From an optimization exercise on the open Yosys and OpenROAD flow, aimed at small area, a short achievable clock period and few clock cycles per item; shortcuts taken in it are not production practice. Function was checked by simulation only, so behaviour that the tests miss may differ from the original. Power is estimated from default activity; no workload was simulated.

## run 1
// scalar_kalman_filter
module scalar_kalman_filter (
  input  logic                          clk_i,
  input  logic                          rst_ni,
  input  logic                          sample_valid_i,
  output logic                          sample_ready_o,
  input  logic [skf_pkg::SampleW-1:0]   sample_i,
  output logic                          estimate_valid_o,
  input  logic                          estimate_ready_i,
  output logic [skf_pkg::EstW-1:0]      estimate_o,
  input  logic                          cfg_valid_i,
  output logic                          cfg_ready_o,
  input  logic [skf_pkg::CfgIdxW-1:0]   cfg_index_i,
  input  logic [skf_pkg::CfgDataW-1:0]  cfg_data_i
);
  logic [31:0] q_q, r_q, p_q;
  logic [31:0] x_q;
  logic        out_valid_q;
  logic        bvalid_q;
  logic [15:0] b_q;
  localparam int S_IDLE = 0, S_DEN = 1, S_DIV = 2, S_ACC = 3, S_FIN = 4;
  logic [4:0]  pst_q;
  logic [3:0]  pcnt_q;
  logic [31:0] pp_q, den_q, rem_q;
  logic [24:0] qr_q;
  logic [34:0] a_q;        
  logic [20:0] us_q, uc_q;  
  logic        zero_q;
  logic        qvalid_q;    
  logic        conv_q;      
  logic        chk_q;       
  ...
Size in the first run: roughly 500 flip-flops, roughly 90 I/O pins, ~45,000 µm² of cells after synthesis.
Settings: LEC_CHECK=0, ABC_AREA=0, CAP_MARGIN=20, CORE_MARGIN=2, CORE_UTILIZATION=40, SETUP_SLACK_MARGIN=1.4, SLEW_MARGIN=20; clock period 5.0 ns.
run.sh (not shown) runs the stock make flow with config.mk's settings and CLKGATE_MAP_FILE= SYNTH_SCRIPT=/design/flow/synth_recipe.tcl, a recipe that flattens the netlist after the stock synthesis.
In run 1 the implementation completed, yet the final layout does not meet the checks, the culprit being setup timing.
Testbench counts of run 1, summed over its fixed seeds: cycles 38,079, items 4,800.
Modified inputs, run 2 compared to run 1
-- flow/config.mk --
<<< run 1, line 8
export ABC_AREA = 0
>>> run 2, line 8
export ABC_AREA = 1
<<< run 1, line 12
export SETUP_SLACK_MARGIN = 1.4
>>> run 2, line 12
export SETUP_SLACK_MARGIN = 0.9
[summary]
Summary across run 2 and run 1: the single failing run is run 1. What the final checks of run 1 revealed, after a flow that finished every stage, was a layout that fails on setup timing. Run 2 ends up with higher part of the power in combinational logic than run 1 does. When the final numbers for run 2 and run 1 were put side by side, the fraction of the cycle the final worst path needs turned out to be smaller in run 2. Between run 1 and run 2, non-clock inverter instance count of the final layout increased. Run 2 vs run 1: routed wire length up slightly. In the reports for run 2 and run 1, the smaller clock power belongs to run 1. Fmax (run 2 / run 1): 1.3. Going from run 1 to run 2, critical path depth shrinks by 20. Largest stage delay on the critical path in run 2 is 0.18 ns above run 1.
### run 2 -> run 3
-- flow/config.mk --
<<< run 2, line 11
export CORE_UTILIZATION = 40
export SETUP_SLACK_MARGIN = 0.9
>>> run 3, line 11
export CORE_UTILIZATION = 50
export SETUP_SLACK_MARGIN = 1.1
### Flow results
Run 2 reports its timing endpoint of the critical path as as_q[18] while run 3 reports x_q[31]. Run 3: post-route clock period utilization lower than run 2. Run 3 gives more multi-input gate share of total cell area than run 2 did. Per the comparison of run 3 with run 2, count of clock-net buffers in the final layout fell by 10, length in cells of the worst reg-to-reg path shows an increase of 19, CTS buffer count went down, wire length went up by 0.76%.
Edits applied to the flow inputs when going from run 3 to run 4:
-- flow/config.mk --
<<< run 3, line 11
export CORE_UTILIZATION = 50
export SETUP_SLACK_MARGIN = 1.1
>>> run 4, line 11
export CORE_UTILIZATION = 40
export SETUP_SLACK_MARGIN = 0.7
==> comparison <==
- Run 4 vs. run 3: final period demand of the worst path moved up; worst slack after detailed placement moved down; worst setup slack moved down; utilization after layout moved down.
- Against run 3, run 4 comes in about 4% lower on switching power.
- In the metrics for run 4 and run 3, the one carrying the higher sequential share of layout area is run 4.
- A start point of the critical path of ls_q[7] is what run 4 shows, while lc_q[7] belongs to run 3.
- Against run 3, run 4 comes in 1 higher on number of buffers and inverters on the critical path.
- Re final number of hold-violating endpoints: no difference whatsoever between run 3 and run 4.
- The multi-input logic portion of the cell area was comparable across run 4 and run 3.
- Run 3 has higher endpoint required time on the critical path than run 4.

* * *

== job 1237 ==
Another version of the RTL of scalar_kalman_filter (not shown whole).
Size: roughly 5,400 cells after synthesis, roughly 90 I/O pins, about 46,000 sq um of cells after synthesis.
clock: 5.0 ns
lec_check: 0
abc_area: 1
cap_margin: 20
core_margin: 2
core_utilization: 55
setup_slack_margin: 0.4
slew_margin: 20
Job 1237 finished every stage and its layout cleared the timing, DRC and antenna checks.
Testbench counts of job 1237, summed over its fixed seeds: cycles 38,079, items 4,800.
#### Input delta (job 2445 over job 1237)
Settings: a deleted SETUP_SLACK_MARGIN that had been 0.4; a change of CORE_UTILIZATION from 55 to 40.
==> comparison <==
Fraction of area in registers, job 2445 and job 1237: higher on job 1237
Across both runs, initial antenna violation count was higher for job 2445 than for job 1237.
On die area, job 1237 beats job 2445.
diff inputs: job 2445 => job 6176
Settings: an added SETUP_SLACK_MARGIN of 0.5.
--- outcome ---
For job 2445 and job 6176, there was not a single run that failed to finish clean.
Re count of clock-buffer cells in the layout: no difference whatsoever between job 6176 and job 2445.
The switching part of the total of job 2445 and that of job 6176 are within noise of each other.
Relative to job 2445, the final cell area reported for job 6176 is higher.
Job 2445 leaves less setup margin than job 6176.
The higher transition time at the pin with the least slew margin came out of job 6176.
Diff job 2445 -> job 6176: number of optimization iterations in the first detailed-route pass now larger, maximum number of buffers from clock root to sink comparable, detailed-route wire length now larger.

* * *

## oak
scalar_kalman_filter, a different RTL version from the one above (not shown whole).
For scale: ~5000 cells after synthesis, ~450 flip-flops, about 90 I/O pins, ~41000 µm² of cells after synthesis.
==> flow/config.mk <==
export PLATFORM = sky130hd
export DESIGN_NAME = scalar_kalman_filter
export DESIGN_NICKNAME = scalar_kalman_filter
export VERILOG_FILES = /design/flow/design.v
export SDC_FILE = /design/flow/constraint.sdc
export NUM_CORES = 4
export LEC_CHECK = 0
export ABC_AREA = 1
export CAP_MARGIN = 20
export CORE_MARGIN = 2
export CORE_UTILIZATION = 40
export SLEW_MARGIN = 20
==> flow/constraint.sdc <==
create_clock -name core_clock -period 5.0 [get_ports {clk_i}]
set_input_delay 1.0000 -clock core_clock [delete_from_list [all_inputs] [get_ports {clk_i}]]
set_output_delay 1.0000 -clock core_clock [all_outputs]
set_load 0.01 [all_outputs]
oak: PASS, flow complete, no timing, DRC or antenna violations
Testbench counts of oak, summed over its fixed seeds: cycles 41,068, items 4,800.
For pine, these inputs were changed with respect to oak:
# oak
export LEC_CHECK = 0
export ABC_AREA = 1
export CAP_MARGIN = 20
export CORE_MARGIN = 2
export CORE_UTILIZATION = 40
export SLEW_MARGIN = 20
create_clock -name core_clock -period 5.0 [get_ports {clk_i}]
# pine
export LEC_CHECK = 0
export ABC_AREA = 1
export CAP_MARGIN = 20
export CORE_MARGIN = 2
export CORE_UTILIZATION = 40
export SETUP_SLACK_MARGIN = 0.6
export SLEW_MARGIN = 20
create_clock -name core_clock -period 5.0 [get_ports {clk_i}]
## What came out
pine vs. oak: number of gates resized after cts went up by 177.
Compared with oak, placement density in the core of pine is higher.
Worst hold slack: higher on oak
oak → pine: final instance area climbed 5.3%; layout buffer count excluding clock buffers climbed 28%; total design power dropped 1.6%.
Worst-margin pin slew up 0.080 ns in pine wrt oak
Changes observed in pine relative to oak: slack of the critical path shows an increase of 0.30 ns; detailed route wirelength on metal3 grew by about 18%.
Delay of the slowest critical-path stage, pine and oak: higher on pine
In pine the shortest clock period the worst path allows after layout turned out 0.30 ns lower than in oak.
Changes in birch relative to pine:
# pine
export LEC_CHECK = 0
export ABC_AREA = 1
export CAP_MARGIN = 20
export CORE_MARGIN = 2
export CORE_UTILIZATION = 40
export SETUP_SLACK_MARGIN = 0.6
export SLEW_MARGIN = 20
create_clock -name core_clock -period 5.0 [get_ports {clk_i}]
# birch
export LEC_CHECK = 0
export ABC_AREA = 1
export CAP_MARGIN = 20
export CORE_MARGIN = 2
export CORE_UTILIZATION = 40
export SETUP_SLACK_MARGIN = 1.0
export SLEW_MARGIN = 20
export TNS_END_PERCENT = 100
create_clock -name core_clock -period 5.0 [get_ports {clk_i}]
[summary]
Of pine and birch, pine shows the higher share of the clock period used by the worst path, with birch below it.
Any difference in fraction of area in clock buffers and inverters between pine and birch is small enough to ignore.
On post-synthesis to final-layout area growth, the lower figure sits with pine, not birch.
birch -> pine: worst-case register-to-register setup slack flat
Total wire length in birch vs pine: up 4.5 mm
birch ends up with a via count of the routed design that is 518 higher than in pine.
The standard cells in birch occupy more silicon area than those in pine do.
Summary — count of clock-buffer cells in the layout, birch relative to pine: lower, by 8.

* * *

RTL: one of the versions met above, not the one the previous note started from.
Size in the first run: about 5100 cells after synthesis, roughly 500 flip-flops.
Settings: LEC_CHECK=0, ABC_AREA=1, CAP_MARGIN=20, CORE_MARGIN=2, CORE_UTILIZATION=40, SETUP_SLACK_MARGIN=0.3, SLEW_MARGIN=20; clock period 5.0 ns.
Testbench counts at the start, summed over its fixed seeds: cycles 38,079, items 4,800.
Next try:
Settings changed: ABC_AREA 1 to 0, SETUP_SLACK_MARGIN 0.3 to 1.1.
After rerunning: This time the run reached the layout checks and failed them: negative setup slack; total power shrinks by a quarter to a third; wire length fell by a few percent; clock skew rises by 0.038 ns; first-iteration DRC count climbs by a few percent; worst setup slack gets worse by 0.85 ns.
Next try:
Settings changed: ABC_AREA 0 to 1, SETUP_SLACK_MARGIN 1.1 to 1.2.
Effect: With this change the flow went through all stages and came out clean; routed wire length grows by a few percent; combinational power is higher by well over a third; setup slack improved by 1.3 ns; final area hardly moves; die area came out higher by a few percent.

* * *

Another version of the RTL of scalar_kalman_filter (not shown whole).
Size in the first run: roughly 5,100 cells after synthesis, ~500 flip-flops, ~90 I/O pins, about 46,000 um^2 of cells after synthesis.
clock: 5.0 ns
lec_check: 0
abc_area: 1
cap_margin: 20
core_margin: 2
core_utilization: 40
setup_slack_margin: 1.0
slew_margin: 20
Testbench counts at the start, summed over its fixed seeds: cycles 38,079, items 4,800.
Rerun with:
--- a/flow/config.mk
+++ b/flow/config.mk
@@ -12 +12 @@
-export SETUP_SLACK_MARGIN = 1.0
+export SETUP_SLACK_MARGIN = 1.1
The changed run finished clean.
Setup slack loses 0.028 ns.
Routed wire length stays flat.
Design area rose by 0.73%.
Maximum frequency fell by 0.71%.
Clock-buffer cell count rose by 3.
Via count rose by 0.61%.
Synthesized area is unchanged.
Clock power fell by 9.8%.
Global-route usage rose by 0.16 points.
First-iteration DRC count rose by 3.3%.
Non-clock buffer count rose by 42.

==> re-timing with driven ports <==
The flow's constraints put no driver on any port. The routed layouts listed below were extracted and timed again, unchanged, in two steps. Step 1 assumes that a clkbuf_16 drives the clock port and a buf_2 every other input. Step 2, shift: input delay + t, output delay - t, t = (earliest + latest rising clock arrival at the registers) / 2. This alone moves slack from input paths to output paths. Three values: ideal ports, drivers, drivers and shift; two values: the first two.
run | t, ns | setup WS [ns] | worst register clock-pin slew, ns | cell pins on the clock port's net
run 1 | 0.760 | -0.200 / -0.200 / -0.200 | 0.07 / 0.07 | 1
run 2 | 0.704 | 0.974 / 0.974 / 0.974 | 0.07 / 0.07 | 1
run 3 | 0.746 | 1.110 / 1.110 / 1.110 | 0.08 / 0.08 | 1
run 4 | 0.702 | 0.826 / 0.826 / 0.826 | 0.06 / 0.06 | 1
job 1237 | 0.720 | 0.609 / 0.609 / 0.609 | 0.07 / 0.07 | 1
job 2445 | 0.739 | 0.578 / 0.578 / 0.578 | 0.07 / 0.07 | 1
job 6176 | 0.742 | 0.700 / 0.700 / 0.700 | 0.07 / 0.07 | 1
oak | 0.748 | 0.236 / 0.236 / 0.236 | 0.07 / 0.07 | 1
pine | 0.748 | 0.532 / 0.532 / 0.532 | 0.07 / 0.07 | 1
birch | 0.746 | 0.541 / 0.541 / 0.541 | 0.07 / 0.07 | 1
the first run of note 4 | 0.704 | 0.608 / 0.608 / 0.608 | 0.06 / 0.06 | 1
the second run of note 4 | 0.752 | -0.237 / -0.237 / -0.237 | 0.07 / 0.07 | 1
the third run of note 4 | 0.699 | 1.095 / 1.095 / 1.095 | 0.07 / 0.07 | 1
the first run of note 5 | 0.699 | 1.035 / 1.035 / 1.035 | 0.07 / 0.07 | 1
the second run of note 5 | 0.748 | 1.007 / 1.007 / 1.007 | 0.07 / 0.07 | 1
